Source: an optimization exercise on an open RTL-to-GDS flow (aim: small area). Production flows keep margins and buffers that such runs may drop. Function was checked by simulation only, so behaviour that the tests miss may differ from the original. No activity file was given, so power comes from the tool's default toggle rates.

==> design.v <==
package pf_pkg;
    localparam int unsigned ADDR_W = 32;
    localparam int unsigned PAGE_OFFSET_W = 12;
    localparam int unsigned LINE_OFFSET_W = 6;
    localparam int unsigned TAG_W = ADDR_W - PAGE_OFFSET_W;
    localparam int unsigned COUNT_W = 8;
    localparam int unsigned NBLOCKS_RESET = 8;
    typedef logic signed [PAGE_OFFSET_W:0] stride_t;
    typedef enum logic [1:0] {
        TS_INIT,
        TS_STRIDE,
        TS_HIT1,
        TS_HIT2
    } train_state_e;
endpackage
`timescale 1ns/1ps
module stride_prefetcher #(
    parameter int unsigned TABLE_ENTRIES = 8,
    parameter int unsigned FIFO_DEPTH    = 8,
    parameter int unsigned MAX_CREDITS   = 2
) (
    input  logic                       clk_i,
    input  logic                       rst_ni,
    input  logic                       snoop_valid_i,
    input  logic [pf_pkg::ADDR_W-1:0]  snoop_addr_i,
    input  logic                       cfg_valid_i,
    input  logic [pf_pkg::COUNT_W-1:0] cfg_nblocks_i,
    output logic                       req_valid_o,
    output logic [pf_pkg::ADDR_W-1:0]  req_addr_o,
    input  logic                       credit_i
);
    localparam int unsigned NE    = TABLE_ENTRIES;
    localparam int unsigned IDX_W = (NE > 1) ? $clog2(NE) : 1;
    localparam int unsigned VC_W  = $clog2(NE + 1);
    localparam int unsigned ND    = FIFO_DEPTH;
    localparam int unsigned PTR_W = (ND > 1) ? $clog2(ND) : 1;
    localparam int unsigned CNT_W = $clog2(ND + 1);
    localparam int unsigned CRED_W = $clog2(MAX_CREDITS + 1);
    localparam int unsigned TAG_W = pf_pkg::TAG_W;
    localparam int unsigned OFF_W = pf_pkg::PAGE_OFFSET_W;
    localparam int unsigned BASE_W = pf_pkg::ADDR_W - pf_pkg::LINE_OFFSET_W;
    localparam int unsigned NB_W  = pf_pkg::COUNT_W;
    logic [NB_W-1:0] nblocks_q;
    always_ff @(posedge clk_i or negedge rst_ni) begin
        if (!rst_ni) begin
            nblocks_q <= NB_W'(pf_pkg::NBLOCKS_RESET);
        end else if (cfg_valid_i) begin
            nblocks_q <= cfg_nblocks_i;
        end
    end
    logic [VC_W-1:0]  vcnt_q;
    logic [TAG_W-1:0] tag_q [NE];
    logic [OFF_W-1:0] idx_q [NE];
    logic [OFF_W-1:0] str_q [NE];
    logic [1:0]       st_q  [NE];
    logic             mru_q [NE][NE];
    logic [TAG_W-1:0] snoop_tag;
    logic [OFF_W-1:0] snoop_idx;
    logic [NE-1:0]    hit_vec;
    logic [NE-1:0]    lru_vec;
    logic [NE-1:0]    free_vec;
    logic [NE-1:0]    sel_vec;
    logic             hit;
    logic             free_found;
    logic [OFF_W-1:0] h_idx;
    logic [OFF_W-1:0] h_str;
    logic [1:0]       h_st;
    logic [OFF_W:0]   new_stride;
    logic             stride_match;
    logic [1:0]       new_state;
    logic             emit;
    logic [pf_pkg::ADDR_W-1:0] target_addr;
    logic [OFF_W-1:0] pred;
    logic             pred_ge;
    logic             pred_lo_ge;
    logic [OFF_W-1:0] dbl;
    localparam int unsigned LO_W = OFF_W / 2;
    logic             pred_up;
    logic             pred_down;
    logic             pred_ok;
    assign snoop_tag  = snoop_addr_i[pf_pkg::ADDR_W-1:OFF_W];
    assign snoop_idx  = snoop_addr_i[OFF_W-1:0];
    assign free_found = (vcnt_q != VC_W'(NE));
    always_comb begin
        for (int i = 0; i < NE; i++) begin
            hit_vec[i]  = (VC_W'(i) < vcnt_q) && (tag_q[i] == snoop_tag);
            free_vec[i] = (vcnt_q == VC_W'(i));
            lru_vec[i]  = 1'b1;
            for (int j = 0; j < NE; j++) begin
                if (j < i) lru_vec[i] = lru_vec[i] & mru_q[j][i];
                if (j > i) lru_vec[i] = lru_vec[i] & !mru_q[i][j];
            end
        end
    end
    assign hit     = |hit_vec;
    assign sel_vec = hit ? hit_vec : (free_found ? free_vec : lru_vec);
    always_comb begin
        h_idx = '0;
        h_str = '0;
        h_st  = '0;
        for (int i = 0; i < NE; i++) begin
            h_idx = h_idx | (idx_q[i] & {OFF_W{hit_vec[i]}});
            h_str = h_str | (str_q[i] & {OFF_W{hit_vec[i]}});
            h_st  = h_st  | (st_q[i]  & {2{hit_vec[i]}});
        end
    end
    assign stride_match = (h_st != 2'd0) && (snoop_idx == h_str);
    assign pred_ok      = !pred_up && !pred_down && (snoop_idx != h_idx);
    always_comb begin
        logic c1, c2, a1, a2, b;
        c1 = 1'b1;
        c2 = 1'b1;
        for (int k = 0; k <= OFF_W; k++) begin
            b  = (k < OFF_W) ? !h_idx[k] : 1'b1;
            a1 = (k < OFF_W) ? snoop_idx[k] : 1'b0;
            a2 = (k >= 1) ? snoop_idx[k-1] : 1'b0;
            new_stride[k] = a1 ^ b ^ c1;
            if (k < OFF_W) pred[k] = a2 ^ b ^ c2;
            c1 = (a1 & b) | (a1 & c1) | (b & c1);
            c2 = (a2 & b) | (a2 & c2) | (b & c2);
            if (k == LO_W - 1) pred_lo_ge = c2;
        end
    end
    assign dbl       = {snoop_idx[OFF_W-2:0], 1'b0};
    assign pred_ge   = (dbl[OFF_W-1:LO_W] > h_idx[OFF_W-1:LO_W])
                    || ((dbl[OFF_W-1:LO_W] == h_idx[OFF_W-1:LO_W]) && pred_lo_ge);
    assign pred_up   = snoop_idx[OFF_W-1] && pred_ge;
    assign pred_down = !snoop_idx[OFF_W-1] && !pred_ge;
    always_comb begin
        if (!hit || !pred_ok) begin
            new_state = 2'd0;
        end else if (!stride_match) begin
            new_state = 2'd1;
        end else begin
            new_state = h_st + 2'd1;
        end
    end
    assign emit = snoop_valid_i && hit && (h_st == 2'd3) && stride_match;
    always_comb begin
        logic c_inc, c_dec;
        c_inc = 1'b1;
        c_dec = 1'b1;
        for (int b = 0; b < TAG_W; b++) begin
            target_addr[OFF_W+b] = snoop_tag[b] ^ ((pred_up && c_inc) || (pred_down && c_dec));
            c_inc = c_inc && snoop_tag[b];
            c_dec = c_dec && !snoop_tag[b];
        end
        target_addr[OFF_W-1:0] = pred;
    end
    always_ff @(posedge clk_i or negedge rst_ni) begin
        if (!rst_ni) begin
            vcnt_q <= '0;
        end else if (snoop_valid_i && !hit && free_found) begin
            vcnt_q <= vcnt_q + 1'b1;
        end
    end
    always_ff @(posedge clk_i) begin
        for (int i = 0; i < NE; i++) begin
            if (snoop_valid_i && sel_vec[i]) begin
                tag_q[i] <= snoop_tag;
                idx_q[i] <= snoop_idx;
                str_q[i] <= pred;
                st_q[i]  <= new_state;
            end
            for (int j = i + 1; j < NE; j++) begin
                if (snoop_valid_i && (sel_vec[i] || sel_vec[j])) begin
                    mru_q[i][j] <= sel_vec[i];
                end
            end
        end
    end
    logic [BASE_W-1:0] fb_q [ND];
    logic [OFF_W:0]    fs_q [ND];
    logic [NB_W-1:0]   fn_q [ND];
    logic [PTR_W-1:0]  wptr_q;
    logic [ND-1:0]     rptr_q;      
    logic [ND-1:0]     rptr_next;
    logic [CNT_W-1:0]  cnt_q;
    logic              pend_q;
    logic              full;
    logic              pop;
    logic              rd_adv;
    assign full      = (cnt_q == CNT_W'(ND));
    assign rd_adv    = pop || (pend_q && full);
    assign rptr_next = rd_adv ? {rptr_q[ND-2:0], rptr_q[ND-1]} : rptr_q;
    always_ff @(posedge clk_i or negedge rst_ni) begin
        if (!rst_ni) begin
            wptr_q <= '0;
            rptr_q <= ND'(1);
            cnt_q  <= '0;
            pend_q <= 1'b0;
        end else begin
            pend_q <= emit;
            if (emit) begin
                wptr_q <= wptr_q + 1'b1;
            end
            rptr_q <= rptr_next;
            if (pend_q && !rd_adv) begin
                cnt_q <= cnt_q + 1'b1;
            end else if (rd_adv && !pend_q) begin
                cnt_q <= cnt_q - 1'b1;
            end
        end
    end
    always_ff @(posedge clk_i) begin
        for (int i = 0; i < ND; i++) begin
            if (emit && (wptr_q == PTR_W'(i))) begin
                fb_q[i] <= target_addr[pf_pkg::ADDR_W-1:pf_pkg::LINE_OFFSET_W];
                fs_q[i] <= new_stride;
                fn_q[i] <= nblocks_q;
            end
        end
    end
    logic              busy_q;
    logic              oop_q;
    logic [pf_pkg::ADDR_W-1:0] addr_q;
    logic [OFF_W:0]    stride_q;
    logic [NB_W-1:0]   remain_q;
    logic [CRED_W-1:0] credits_q;
    logic              busy_next;
    logic              last_req;
    logic [OFF_W+1:0]  step;
    assign pop         = !busy_q && (cnt_q != '0);
    assign req_valid_o = busy_q && !oop_q && (credits_q != '0);
    assign req_addr_o  = {addr_q[pf_pkg::ADDR_W-1:pf_pkg::LINE_OFFSET_W], {pf_pkg::LINE_OFFSET_W{1'b0}}};
    assign last_req    = req_valid_o && (remain_q == NB_W'(1));
    assign busy_next   = pop ? (remain_q != '0) : (busy_q && !oop_q && !last_req);
    always_comb begin
        logic c, a, b;
        c = 1'b0;
        for (int k = 0; k <= OFF_W + 1; k++) begin
            a = (k < OFF_W) ? addr_q[k] : 1'b0;
            b = (k <= OFF_W) ? stride_q[k] : stride_q[OFF_W];
            step[k] = a ^ b ^ c;
            c = (a & b) | (a & c) | (b & c);
        end
    end
    always_ff @(posedge clk_i or negedge rst_ni) begin
        if (!rst_ni) begin
            busy_q    <= 1'b0;
            credits_q <= CRED_W'(MAX_CREDITS);
        end else begin
            busy_q    <= busy_next;
            credits_q <= credits_q - CRED_W'(req_valid_o) + CRED_W'(credit_i);
        end
    end
    logic [BASE_W-1:0] head_b;
    logic [OFF_W:0]    head_s;
    logic [NB_W-1:0]   head_n;
    always_comb begin
        head_b = '0;
        head_s = '0;
        head_n = '0;
        for (int i = 0; i < ND; i++) begin
            head_b = head_b | (fb_q[i] & {BASE_W{rptr_next[i]}});
            head_s = head_s | (fs_q[i] & {(OFF_W+1){rptr_next[i]}});
            head_n = head_n | (fn_q[i] & {NB_W{rptr_next[i]}});
        end
    end
    always_ff @(posedge clk_i) begin
        if (!busy_next) begin
            addr_q   <= {head_b, {pf_pkg::LINE_OFFSET_W{1'b0}}};
            stride_q <= head_s;
            remain_q <= head_n;
            oop_q    <= 1'b0;
        end else if (req_valid_o) begin
            addr_q[OFF_W-1:0] <= step[OFF_W-1:0];
            remain_q          <= remain_q - 1'b1;
            oop_q             <= |step[OFF_W+1:OFF_W];
        end
    end
endmodule
==> flow/run.sh <==
#!/bin/bash
# Standard layout, with the port buffers made from the smallest buffer cell, the synthesis
# buffers removed at floorplan (placement is not timing driven) and a clock tree built
# without dummy loads.
set -euo pipefail
export BUFFER_PORTS_ARGS="-buffer_cell sky130_fd_sc_hd__buf_1"
export REMOVE_ABC_BUFFERS=1
export CTS_ARGS="-sink_clustering_enable -repair_clock_nets -sink_clustering_size 30 -sink_clustering_max_diameter 90 -dont_use_dummy_load"
bash standard.sh > standard.log 2>&1
==> standard.sh <==
#!/bin/bash
# synth_recipe.tcl (not shown) runs the flow's synth.tcl, then flattens the netlist and writes it again
# the make line also repeats each setting of config.mk as NAME=value (left out here)
make -C /OpenROAD-flow-scripts/flow DESIGN_CONFIG=/design/flow/config.mk WORK_HOME=/design/flow/orfs CLKGATE_MAP_FILE= SYNTH_SCRIPT=/design/flow/synth_recipe.tcl "${@:-finish}"
==> config.mk <==
export PLATFORM = sky130hd
export DESIGN_NAME = stride_prefetcher
export DESIGN_NICKNAME = stride_prefetcher
export VERILOG_FILES = /design/flow/design.v
export SDC_FILE = /design/flow/constraint.sdc
export NUM_CORES = 4
export LEC_CHECK = 0
export CAP_MARGIN = 20
export CORE_MARGIN = 2
export CORE_UTILIZATION = 65
export CTS_CLUSTER_DIAMETER = 90
export CTS_CLUSTER_SIZE = 30
export GPL_TIMING_DRIVEN = 0
export SLEW_MARGIN = 20
==> constraint.sdc <==
create_clock -name core_clock -period 10.0 [get_ports {clk_i}]
set_input_delay 2.0000 -clock core_clock [delete_from_list [all_inputs] [get_ports {clk_i}]]
set_output_delay 2.0000 -clock core_clock [all_outputs]
set_load 0.01 [all_outputs]
==> results of run 1 <==
per-layer routing:
| metal | wire length [um] | track usage [%] |
|---|---|---|
| met4 | 1337 | 6.330 |
| met3 | 4492 | 2.649 |
| met2 | 37220 | 47.13 |
| met5 | 0 | 0 |
| met1 | 31910 | 39.85 |
cell families (layout without fill, tap and decap cells):
logic type,after synthesis,count (layout),share of synthesized area [%]
buffers and inverters,185,198,2.531
flip-flops,857,857,74.69
XOR/XNOR,205,205,5.256
AO/OA/AOI/OAI,360,360,8.081
multiplexers,23,23,0.7436
AND/OR/NAND/NOR,331,335,5.286
other,1,7,0.01098
adder cells (fa/ha/maj),73,73,3.399
cell usage after synthesis (4+ instances only):
library cell / n / area, sq um
sky130_fd_sc_hd__a21oi_1: 25 / 125.1
sky130_fd_sc_hd__a221oi_1: 38 / 332.8
sky130_fd_sc_hd__a22o_1: 58 / 508.0
sky130_fd_sc_hd__a22oi_1: 182 / 1366
sky130_fd_sc_hd__a31oi_1: 9 / 56.30
sky130_fd_sc_hd__a41o_1: 6 / 60.06
sky130_fd_sc_hd__and2_1: 6 / 37.54
sky130_fd_sc_hd__and3_1: 23 / 143.9
sky130_fd_sc_hd__buf_1: 14 / 52.55
sky130_fd_sc_hd__buf_2: 25 / 125.1
sky130_fd_sc_hd__buf_4: 35 / 262.8
sky130_fd_sc_hd__clkbuf_1: 56 / 210.2
sky130_fd_sc_hd__dfrtp_1: 28 / 700.7
sky130_fd_sc_hd__dfxtp_1: 7 / 140.1
sky130_fd_sc_hd__edfxtp_1: 819 / 24590
sky130_fd_sc_hd__fa_1: 33 / 660.6
sky130_fd_sc_hd__ha_1: 40 / 500.5
sky130_fd_sc_hd__inv_1: 53 / 198.9
sky130_fd_sc_hd__mux2_2: 19 / 214.0
sky130_fd_sc_hd__mux2i_1: 4 / 40.04
sky130_fd_sc_hd__nand2_1: 72 / 270.3
sky130_fd_sc_hd__nand3_1: 56 / 280.3
sky130_fd_sc_hd__nand4_1: 64 / 400.4
sky130_fd_sc_hd__nand4b_1: 5 / 43.79
sky130_fd_sc_hd__nor2_1: 26 / 97.59
sky130_fd_sc_hd__nor2b_1: 5 / 31.28
sky130_fd_sc_hd__nor3_1: 23 / 115.1
sky130_fd_sc_hd__nor4_1: 21 / 131.4
sky130_fd_sc_hd__o21ai_0: 8 / 40.04
sky130_fd_sc_hd__o21bai_1: 6 / 45.04
sky130_fd_sc_hd__o31ai_1: 8 / 60.06
sky130_fd_sc_hd__or3_1: 5 / 31.28
sky130_fd_sc_hd__or4_4: 5 / 56.30
sky130_fd_sc_hd__xnor2_1: 143 / 1252
sky130_fd_sc_hd__xor2_1: 62 / 543.0
worst max-delay path: cells and delay by family:
kind,cells,cell delay [ns]
simple gates,13,4.26
compound gates,2,0.39
fa+ha+maj,6,2.15
xor+xnor,2,0.51
buf+inv,4,0.60
sequential cells by signal, summed over array words and instances (netlist names):
signal,count
mru_q,28
fn_q,64
fb_q,208
busy_q,1
tag_q,160
str_q,96
pend_q,1
nblocks_q,8
idx_q,96
vcnt_q,4
oop_q,1
addr_q,32
credits_q,2
cnt_q,4
st_q,16
fs_q,104
rptr_q,8
wptr_q,3
stride_q,13
remain_q,8
cell type report:
type,instances,area (sq um)
diodes,1,2.502
clock buffers,36,900.9
fillers,3380,15810
inverters,54,222.7
multi-input cells,1002,8110
flip-flops and latches,857,25510
well taps,688,860.8
repair buffers,108,818.3
per-stage QoR:
| step | hold slack [ns] | instance area (sq um) |
|---|---|---|
| 6_report | 0.4846 | 36430 |
| 5_1_grt | 0.5108 | 36430 |
| 4_1_cts | 0.4880 | 36240 |
| 3_5_place_dp | 0.4605 | 35130 |
| 3_3_place_gp | 0.4463 | 34640 |
| 2_1_floorplan | 0.4406 | 33510 |
placed cells by master (no fill, tap or decap), types with 44 or more instances in the layout:
cell                       instances
sky130_fd_sc_hd__nand2_1          72
sky130_fd_sc_hd__xor2_1           59
sky130_fd_sc_hd__nand4_1          64
sky130_fd_sc_hd__inv_1            44
sky130_fd_sc_hd__nand3_1          55
sky130_fd_sc_hd__a22oi_1         182
sky130_fd_sc_hd__xnor2_1         142
sky130_fd_sc_hd__edfxtp_1        819
sky130_fd_sc_hd__a22o_1           58
sky130_fd_sc_hd__buf_1            50
worst min-delay path by stage:
stage               slack (ns)        end  cells after the start      start
floorplan                 0.44  addr_q[0]                      2  addr_q[0]
global placement          0.45  addr_q[0]                      2  addr_q[0]
detailed placement        0.46  addr_q[0]                      2  addr_q[0]
CTS                       0.49  addr_q[5]                      2  addr_q[5]
global route              0.51   cnt_q[3]                      1   cnt_q[3]
finish                    0.48   cnt_q[3]                      1   cnt_q[3]
power groups by stage:
stage               clock network (uW)  logic, uW  registers (uW)
floorplan                            0        250            4280
global placement                     0        395            4310
detailed placement                   0        423            4310
CTS                               1680        441            4230
global route                      1780        482            4240
finish                            1650        441            4230
what timing repair did:
| action | 4_1_cts | 5_1_grt |
|---|---|---|
| setup buffers | 2 | 16 |
| cloned | 3 | 1 |
| gates resized for setup | 36 | 14 |
| hold endpoints to repair | 0 | 0 |
| endpoints found under the setup margin | 123 | 40 |
| pin swaps | 6 | 6 |
| hold buffers | 0 | 0 |
==> flow_metrics.py, run 1 <==
metrics = {
    "global_routing": {
        "antenna_found_initial": 0,
        "globalRoute.totalOverflow": 0,
        "grt_usage_pct": 27.85,
        "grt_first_pass_wirelength_um": 110900,
        "maximum_number_of_pins_on_one_net_before_global_route_repair": 49,
        "grt_pass1_vias": 17810,
    },
    "pwr": {
        "total_power_uw": 6317,
        "p_int_uw": 4922,
        "leakagePower_uw": 0.01171,
        "seq_power_share_pct": 66.9,
        "ir_worst_vdd_mv": 0.2143,
        "combinationalPowerShare_pct": 7.0,
        "netSwitchingPower_uw": 1395,
        "p_sw_share_pct": 22.08,
        "pwrdens_mw_per_mm2": 173.4,
        "share_clk_of_total_power_pct": 26.1,
    },
    "critical_path": {
        "cp-start-kind": "input pin",
        "crit_path_start": "snoop_addr_i[30]",
        "r2r_slack_ns": 1.37,
        "critPathRequiredTime_ns": 10.35,
        "critPathSlowestCell": "sky130_fd_sc_hd__fa_1",
        "startpoint_to_endpoint_class_of_the_critical_path": "in2reg",
        "cp_max_fo": 12,
        "setup.worst_path.end": "fb_q[4][24]",
        "worstPathArrival_ns": 9.96,
        "cpPeakStageDelay_ns": 0.47,
        "timing.reg2reg.worst_path_depth": 28,
        "critical_path.reg2reg.startpoint": "vcnt_q[1]",
        "kind_of_end_point_of_the_critical_path": "register",
        "worst_r2r_end": "fb_q[4][24]",
    },
    "route": {
        "detailedRoute.firstPassIterationCount": 5,
        "drt_drc_violations_left": 0,
        "vias": 17990,
        "final_routed_wire_length_divided_by_cell_count_um": 27.30,
        "detail_route.vias_per_cell": 6.552,
        "final_wl_um": 74960,
        "ant_nets": 0,
        "first_iter_violations": 1730,
    },
    "clock_tree": {
        "cts_tree": "done",
        "cts_made_buffers": 36,
        "deepest_clock_path_buffer_count": 3,
        "cts-htree-levels": 2,
        "clkSlewWorstSetupHoldPaths_ns": 0.11,
        "cts_sinks": 857,
        "worst_skew_pair.late_latency_ns": 0.60,
        "clock_tree.root_cell": "sky130_fd_sc_hd__clkbuf_16",
    },
    "logic_synthesis": {
        "yosysSeqAreaShare_pct": 74.69,
        "synth_area_per_inst_sq_um": 16.79,
        "netlist_area_sq_mm": 0.03416,
        "synth-async-reset-ratio_pct": 3.617,
        "ys_dominant_reg_cell": "sky130_fd_sc_hd__edfxtp_1",
        "yosys.cell_types.count": 64,
        "ys_warn_count": 9,
        "synth_seq_cells": 857,
        "synthesis.instances": 2035,
        "number_of_enable_flip_flop_cells_after_synthesis": 819,
    },
    "finish": {
        "layout-drive-gt1-share_pct": 8.459,
        "fin_nets": 2177,
        "final_core_util_pct": 69.74,
        "final_cell_count_no_fill": 2746,
        "layout-area-overhead-vs-synth_pct": 6.648,
    },
    "timing": {
        "maxClockFrequency_ghz": 0.1041,
        "max_slew.worst_pin.slew_ns": 0.9128,
        "hold_viol": 0,
        "final-max-slew-violation-count": 0,
        "slew_headroom_pct": 39.08,
        "fin_ws_ns": 0.3898,
        "setup_repair_after_global_routing_missed_its_margin": "false",
        "setup_viol": 0,
        "aggregate_negative_setup_slack_ns": 0,
        "final.setup_skew_ns": 0.09381,
        "final.min_clock_period_ns": 9.610,
        "layout_worst_path_cycle_share_pct": 96.10,
    },
    "die": {
        "die-height_um": 233.2,
        "coreArea_sq_mm": 0.05224,
        "ios": 78,
        "core_rows": 84,
        "die_w_um": 233.2,
        "die-area_sq_mm": 0.05440,
        "initial_utilization_pct": 65.39,
    },
    "place": {
        "place.gp.congestion": 0.8368,
        "pre_cts_setup_slack_ns": -1.889,
        "post_detailed_placement_half_perimeter_wirelength_um": 41570,
        "port-buffer-count": 71,
        "place_inst": 2686,
    },
    "status": {
        "outcome": "complete, no violations",
    },
    "flow_run": {
        "drv_cap": 0,
    },
    "hold_path": {
        "hold_path_class": "reg2reg",
    },
}
==> inputs of run 2 (changes only) <==
--- a/flow/run.sh
+++ b/flow/run.sh
@@ -7,3 +7,3 @@
 export REMOVE_ABC_BUFFERS=1
-export CTS_ARGS="-sink_clustering_enable -repair_clock_nets -sink_clustering_size 30 -sink_clustering_max_diameter 90 -dont_use_dummy_load"
+export CTS_ARGS="-sink_clustering_enable -repair_clock_nets -sink_clustering_size 28 -sink_clustering_max_diameter 90 -dont_use_dummy_load"
 bash standard.sh > standard.log 2>&1
--- a/config.mk
+++ b/config.mk
@@ -11,3 +11,3 @@
 export CTS_CLUSTER_DIAMETER = 90
-export CTS_CLUSTER_SIZE = 30
+export CTS_CLUSTER_SIZE = 28
 export GPL_TIMING_DRIVEN = 0
==> flow_metrics.py, run 2 <==
metrics = {
    "pwr": {
        "combinationalPowerShare_pct": 6.9,
        "total_power_uw": 6348,
        "netSwitchingPower_uw": 1409,
        "pwrdens_mw_per_mm2": 174.2,
        "leakagePower_uw": 0.01172,
        "ir_worst_vdd_mv": 0.2105,
        "p_sw_share_pct": 22.19,
        "p_int_uw": 4939,
        "seq_power_share_pct": 66.6,
        "share_clk_of_total_power_pct": 26.5,
    },
    "finish": {
        "number_of_flip_flops_in_the_largest_register": 208,
        "commonest_cells_after_routing_fill_and_taps_aside": "sky130_fd_sc_hd__edfxtp_1, sky130_fd_sc_hd__a22oi_1, sky130_fd_sc_hd__xnor2_1",
        "reg.largest.list": "fb_q: 208 flops, tag_q: 160 flops, fs_q: 104 flops",
        "layout.cells.most_common": "sky130_fd_sc_hd__edfxtp_1",
        "layout-area-overhead-vs-synth_pct": 6.700,
        "layout-drive-gt1-share_pct": 8.459,
        "final_core_util_pct": 69.77,
        "final_area_sq_mm": 0.03645,
        "final_cell_count_no_fill": 2746,
        "regMostFlops": "fb_q",
        "fin_nets": 2177,
    },
    "critical_path": {
        "timing.critical_path.max_delay_family": "simple AND/OR/NAND/NOR gates",
        "cp_max_fo": 20,
        "worstPathArrival_ns": 9.95,
        "cp-start-kind": "input pin",
        "critPathRequiredTime_ns": 10.35,
        "kind_of_end_point_of_the_critical_path": "register",
        "cpPeakStageDelay_ns": 0.50,
        "critPathSlowestCell": "sky130_fd_sc_hd__nor4_1",
        "worst-path-buf-inv": 5,
        "startpoint_to_endpoint_class_of_the_critical_path": "in2reg",
    },
    "route": {
        "final_wl_um": 75270,
        "final_routed_wire_length_divided_by_cell_count_um": 27.41,
        "vias": 17930,
        "routed-wl-met3_um": 4481,
        "top_layer_used": "met4",
        "first_iter_violations": 1755,
        "detail_route.vias_per_cell": 6.528,
        "route.met2.wl_um": 37410,
        "drt_drc_violations_left": 0,
        "drt-met1-wl_um": 31890,
        "ant_nets": 0,
        "detailedRoute.firstPassIterationCount": 7,
    },
    "logic_synthesis": {
        "synthMostInstantiatedCell": "sky130_fd_sc_hd__edfxtp_1",
        "post_synth_main_area_contributors": "sky130_fd_sc_hd__edfxtp_1, sky130_fd_sc_hd__a22oi_1, sky130_fd_sc_hd__xnor2_1",
        "netlist_area_sq_mm": 0.03416,
        "synth_common_cells": "sky130_fd_sc_hd__edfxtp_1, sky130_fd_sc_hd__a22oi_1, sky130_fd_sc_hd__xnor2_1",
        "synth-async-reset-ratio_pct": 3.617,
        "synth_area_per_inst_sq_um": 16.79,
        "synthesis.instances": 2035,
        "number_of_enable_flip_flop_cells_after_synthesis": 819,
        "ys_dominant_reg_cell": "sky130_fd_sc_hd__edfxtp_1",
        "synth_seq_cells": 857,
        "yosysSeqAreaShare_pct": 74.69,
        "synthDominantAreaCellType": "sky130_fd_sc_hd__edfxtp_1",
        "yosys.cell_types.count": 64,
        "yosysTopAreaCellShare_pct": 72.00,
        "ys_warn_count": 9,
    },
    "place": {
        "post_detailed_placement_half_perimeter_wirelength_um": 41570,
        "place_inst": 2686,
        "port-buffer-count": 71,
        "place.gp.congestion": 0.8368,
        "postPlaceCellArea_sq_mm": 0.03513,
    },
    "timing": {
        "slew_headroom_pct": 24.00,
        "aggregate_negative_setup_slack_ns": 0,
        "maxClockFrequency_ghz": 0.1042,
        "final.min_clock_period_ns": 9.595,
        "final.setup_skew_ns": 0.04821,
        "layout_worst_path_cycle_share_pct": 95.95,
        "final-max-slew-violation-count": 0,
        "setup_repair_after_global_routing_missed_its_margin": "false",
        "max_slew.worst_pin.slew_ns": 1.140,
        "hold_viol": 0,
        "setup_viol": 0,
    },
    "clock_tree": {
        "clkSlewWorstSetupHoldPaths_ns": 0.11,
        "cts-htree-levels": 2,
        "postCtsHoldBufs": 0,
        "cts_made_buffers": 37,
        "cts_tree": "done",
        "worst_skew_pair.late_latency_ns": 0.59,
        "deepest_clock_path_buffer_count": 3,
        "clock_tree.root_cell": "sky130_fd_sc_hd__clkbuf_16",
        "cts_sinks": 857,
    },
    "global_routing": {
        "maximum_number_of_pins_on_one_net_before_global_route_repair": 49,
        "grt_pass1_vias": 17840,
        "grt_usage_pct": 27.90,
        "antenna_found_initial": 0,
        "grt_first_pass_wirelength_um": 111000,
        "globalRoute.totalOverflow": 0,
    },
    "die": {
        "core_rows": 84,
        "ios": 78,
        "die-area_sq_mm": 0.05440,
        "die_w_um": 233.2,
        "initial_utilization_pct": 65.39,
        "die-height_um": 233.2,
        "coreArea_sq_mm": 0.05224,
    },
    "status": {
        "outcome": "complete, no violations",
    },
    "flow_run": {
        "drv_cap": 0,
    },
    "hold_path": {
        "hold_path_class": "reg2reg",
    },
}
[run 2: routing by layer]
layer  global-route usage, %  vias up
met1                   39.82     9317
met3                   2.637       77
met2                   47.22      609
li1                        -     7924
met5                       0        -
met4                   6.588        0
[run 2: cell families (layout without fill, tap and decap cells)]
kind of cell | count (synthesis) | in the layout | share of synthesized area, %
adders and majority gates | 73 | 73 | 3.399
DFF | 857 | 857 | 74.69
other | 1 | 7 | 0.01098
xor gates and xnor gates | 205 | 205 | 5.256
AOI/OAI and AO/OA | 360 | 360 | 8.081
buffers and inverters | 185 | 198 | 2.531
muxes | 23 | 23 | 0.7436
and+or+nand+nor | 331 | 335 | 5.286
[run 2: area by class of cell]
| class | instances | area (sq um) |
|---|---|---|
| Tap cell | 688 | 860.8 |
| Fill cell | 3372 | 15790 |
| Clock buffer | 37 | 925.9 |
| Multi-Input combinational cell | 1002 | 8110 |
| Timing Repair Buffer | 107 | 810.8 |
| Antenna cell | 1 | 2.502 |
| Sequential cell | 857 | 25510 |
| Inverter | 54 | 222.7 |
[run 2: worst min-delay path, delay by kind of cell (launching register included)]
| family | cells | cell delay, ns |
|---|---|---|
| flip-flops | 1 | 0.33 |
| AO/OA/AOI/OAI | 1 | 0.05 |
| AND/OR/NAND/NOR | 1 | 0.05 |
[run 2: stage by stage]
stage | setup WS, ns | hold slack, ns
3_5_place_dp | -1.889 | 0.4605
2_1_floorplan | 0.3314 | 0.4406
6_report | 0.4049 | 0.4747
3_3_place_gp | -2.851 | 0.4463
5_1_grt | 0.01235 | 0.4949
4_1_cts | 0.1267 | 0.4755
[run 2: path summary, 6_finish.rpt]
check | depth (start not counted) | to | from | slack (ns)
setup / recovery | 27 | fb_q[7][25] | snoop_addr_i[25] | 0.40
hold / removal | 2 | addr_q[0] | addr_q[0] | 0.47
setup reg to reg | 29 | fb_q[7][25] | vcnt_q[1] | 1.40
hold reg to reg | 2 | addr_q[0] | addr_q[0] | 0.47
max in group asynchronous | 2 | rptr_q[0] | rst_ni | 8.11
min in group asynchronous | 1 | nblocks_q[1] | rst_ni | 1.34
[run 2: timing repair]
item	in CTS	in global routing
gates cloned	3	1
buffers inserted	2	16
resized for setup	36	14
pin swaps	6	6
setup endpoints to repair	124	40
[run 2: power by group through the flow]
stage               clock [uW]  combinational [uW]  sequential [uW]
global route              1810                 481             4240
global placement             0                 395             4310
detailed placement           0                 423             4310
floorplan                    0                 250             4280
CTS                       1700                 440             4230
finish                    1680                 441             4230

separate check: timing with driven ports:
No port has a modelled driver above. Below, the same layouts with a new extraction and two added sets of constraints.
Step 1 (the two cells are an assumption about what drives the block):
set clk [get_ports {clk_i}]
set_driving_cell -lib_cell sky130_fd_sc_hd__clkbuf_16 $clk
set_driving_cell -lib_cell sky130_fd_sc_hd__buf_2 [delete_from_list [all_inputs] $clk]
Step 2 also shifts input and output timing later by t, the mid clock arrival at the registers, as if the neighbouring blocks saw the same clock.
a / b / c = no drivers / after step 1 / after step 2; a / b = the first two.
run	t (ns)	setup WS [ns]	worst setup path at the end	clock arrival spread, ns	worst slew at a driven data input, ns
run 1	0.609	0.390 / 0.429 / -0.180	input to register	0.094 / 0.094	0.05
run 2	0.636	0.405 / 0.448 / -0.188	input to register	0.048 / 0.048	0.05
Met with ideal ports but missed after step 2: setup timing in run 1 and run 2. For run 2, which loses most, drivers alone change the setup slack by +0.043 ns; drivers and shift together by -0.593 ns.
